Background: an optimization exercise with open tools, aiming at small area and a short achievable clock period. Do not read the settings as production practice.
The RTL was checked by simulation tests, not by an equivalence proof against the original design.
Power and IR drop assume default switching activity.

==> inputs of run a <==
Design vxe_fma_top, start of the top module:
module vxe_fma_top (
  input  wire logic        clk,
  input  wire logic        nrst,
  input  wire logic        i_vld,
  input  wire logic [31:0] i_a,
  input  wire logic [31:0] i_x,
  input  wire logic [31:0] i_b,
  input  wire logic [3:0]  i_tag,
  output      logic        o_vld,
  output      logic [31:0] o_res,
  output      logic        o_ovf,
  output      logic [3:0]  o_tag,
  output      logic        o_busy
);
  logic v1, v2, v3, v4;
  always_ff @(posedge clk or negedge nrst)
  begin
    if (!nrst)
    begin
      v1 <= 1'b0; v2 <= 1'b0; v3 <= 1'b0; v4 <= 1'b0; o_vld <= 1'b0; o_busy <= 1'b0;
    end
    else
    begin
      v1 <= i_vld; v2 <= v1; v3 <= v2; v4 <= v3; o_vld <= v4;
      o_busy <= i_vld | v1 | v2 | v3 | v4;
    end
  end
  logic [31:0] a_q, b_q;
  logic [15:0] neg_q, one_q, two_q;
  logic [3:0]  tag1, tag2, tag3, tag4;
  logic [32:0] xe;
  assign xe = {i_x, 1'b0};
  ...
clock: 10.0 ns
lec_check: 0
cap_margin: 20
core_margin: 2
core_utilization: 50
cts_cluster_diameter: 100
cts_cluster_size: 22
slew_margin: 20
synth_hierarchical: 1
synth_minimum_keep_size: 0
standard.sh (not shown) runs the stock make flow with config.mk's settings and CLKGATE_MAP_FILE= SYNTH_SCRIPT=/design/flow/synth_recipe.tcl, a recipe that flattens the netlist after the stock synthesis.
==> flow/flow/run.sh <==
#!/bin/bash
set -euo pipefail
bash standard.sh \
  SETUP_SLACK_MARGIN=6.95 \
  MATCH_CELL_FOOTPRINT=0 \
  "BUFFER_PORTS_ARGS=-buffer_cell sky130_fd_sc_hd__buf_1" \
  finish > flow_make.log 2>&1
==> run b: changes against run a <==
==> flow/flow/run.sh (replaced) <==
#!/bin/bash
set -euo pipefail
bash standard.sh \
  SETUP_SLACK_MARGIN=6.9 \
  MATCH_CELL_FOOTPRINT=0 \
  "BUFFER_PORTS_ARGS=-buffer_cell sky130_fd_sc_hd__buf_2" \
  finish > flow_make.log 2>&1
Settings changed: CORE_UTILIZATION 50 to 40.
==> run c: changes against run a <==
==> flow/flow/run.sh (replaced) <==
#!/bin/bash
set -euo pipefail
bash standard.sh \
  SETUP_SLACK_MARGIN=6.9 \
  MATCH_CELL_FOOTPRINT=0 \
  "BUFFER_PORTS_ARGS=-buffer_cell sky130_fd_sc_hd__buf_2" \
  finish > flow_make.log 2>&1
Settings changed: CORE_UTILIZATION 50 to 40, CTS_CLUSTER_DIAMETER 100 to default, CTS_CLUSTER_SIZE 22 to default.
==> run d: changes against run a <==
--- a/flow/flow/run.sh
+++ b/flow/flow/run.sh
@@ -3,3 +3,3 @@
 bash standard.sh \
-  SETUP_SLACK_MARGIN=6.95 \
+  SETUP_SLACK_MARGIN=6.9 \
   MATCH_CELL_FOOTPRINT=0 \
Settings changed: CTS_CLUSTER_DIAMETER 100 to 120, CTS_CLUSTER_SIZE 22 to 18.
==> run summary <==
| Stage | Metric | Value |
|---|---|---|
| layout | Antenna diode instance count | 0 |
| setup path | Reg-to-reg critical path endpoint | r2_36_3 |
| setup path | Launching point of the worst reg2reg path | one_q[6] |
| layout | Layout cells sized above 1 | 15.86% |
| die | Effective utilization at floorplan | 40.27% |
| die | Width of the die | 290.8 um |
| grt | Via count of the first global-routing pass | 24404 |
| run status | Status | finished clean |
| die | Row count | 105 |
| pwr | Leak | 14.20 nW |
| pwr | Switching fraction of total power | 44.54% |
| route | Vias/cell | 5.592 |
| layout | Footprint of the multi-input gates | 21700 sq um |
| layout | Non-clk bufs | 229 |
| layout | Non-clock buffers, area share | 4.325% |
| route | Post-DR wirelength/cell | 24.17 um |
| layout | Share of cell area taken by multi-input logic gates | 59.25% |
| die | Well Taps | 1070 |
| route | Vias | 22448 |
That was run c.
==> run summary <==
| Stage | Metric | Value |
|---|---|---|
| pwr | Switching fraction of total power | 45.76% |
| die | Well Taps | 1070 |
| hold path | Class of the tightest hold or removal check | reg2reg |
| place | Gp weighted congestion | 0.8523 |
| setup path | Reg-to-reg critical path endpoint | r2_36_3 |
| clock tree | H-Tree Level Count | 2 |
| route | Post-DR wirelength/cell | 24.36 um |
| run status | Status | finished clean |
| layout | Non-clock buffers, area share | 4.461% |
| layout | Most frequent cells in the layout | sky130_fd_sc_hd__xnor2_1 (525), sky130_fd_sc_hd__a22oi_1 (496), sky130_fd_sc_hd__dfxtp_1 (456) |
| route | Vias | 22294 |
| die | Row count | 105 |
| layout | Share of cell area taken by multi-input logic gates | 60.35% |
| die | Effective utilization at floorplan | 40.27% |
| layout | Antenna diode instance count | 0 |
| route | Vias/cell | 5.620 |
| setup path | Launching point of the worst reg2reg path | one_q[10] |
| layout | Layout cells sized above 1 | 14.74% |
| die | Width of the die | 290.8 um |
| pwr | Leak | 13.88 nW |
That was run b.
==> run summary <==
| Stage | Metric | Value |
|---|---|---|
| layout | Non-clock buffers, area share | 5.000% |
| pwr | Switching fraction of total power | 45.90% |
| setup path | Reg-to-reg critical path endpoint | slo_q[17] |
| route | Vias | 22548 |
| pwr | Leak | 13.63 nW |
| layout | Share of cell area taken by multi-input logic gates | 60.82% |
| layout | Layout cells sized above 1 | 11.95% |
| run status | Status | finished clean |
| setup path | Launching point of the worst reg2reg path | r2_29_2 |
| die | Effective utilization at floorplan | 50.23% |
| route | Post-DR wirelength/cell | 25.91 um |
| die | Width of the die | 260.6 um |
| layout | Non-clk bufs | 234 |
| die | Well Taps | 864 |
| die | Row count | 94 |
That was run a.
==> run summary <==
| Stage | Metric | Value |
|---|---|---|
| layout | Antenna diode instance count | 0 |
| die | Row count | 94 |
| grt | Via count of the first global-routing pass | 24292 |
| layout | Share of cell area taken by multi-input logic gates | 61.38% |
| die | Well Taps | 864 |
| run status | Status | finished clean |
| layout | Layout cells sized above 1 | 10.90% |
| layout | Non-clk bufs | 227 |
| die | Width of the die | 260.6 um |
| layout | Footprint of the multi-input gates | 21680 sq um |
That was run d.

## afterwards: timing with drivers on the ports
Ports are ideal in the flow. The routed layouts listed here were re-timed in OpenROAD. Step 1 assumes that a clkbuf_16 drives the clock port and a buf_2 every other input. Step 2 also shifts input and output timing later by t, the mid clock arrival at the registers, as if the neighbouring blocks saw the same clock. a / b / c = ideal ports / drivers / drivers and shift; a / b = the first two.
| run | t (ns) | setup WS [ns] | latest minus earliest clock arrival (ns) | slew at the worst register clock pin (ns) |
|---|---|---|---|---|
| run a | 0.690 | 6.866 / 6.798 / 6.960 | 0.047 / 0.047 | 0.10 / 0.10 |
| run b | 0.632 | 6.908 / 6.846 / 6.941 | 0.044 / 0.044 | 0.09 / 0.09 |
| run c | 0.668 | 6.898 / 6.837 / 6.955 | 0.032 / 0.032 | 0.07 / 0.07 |
| run d | 0.698 | 6.897 / 6.826 / 6.921 | 0.022 / 0.021 | 0.09 / 0.09 |
After both steps setup and hold are still met in every run listed.
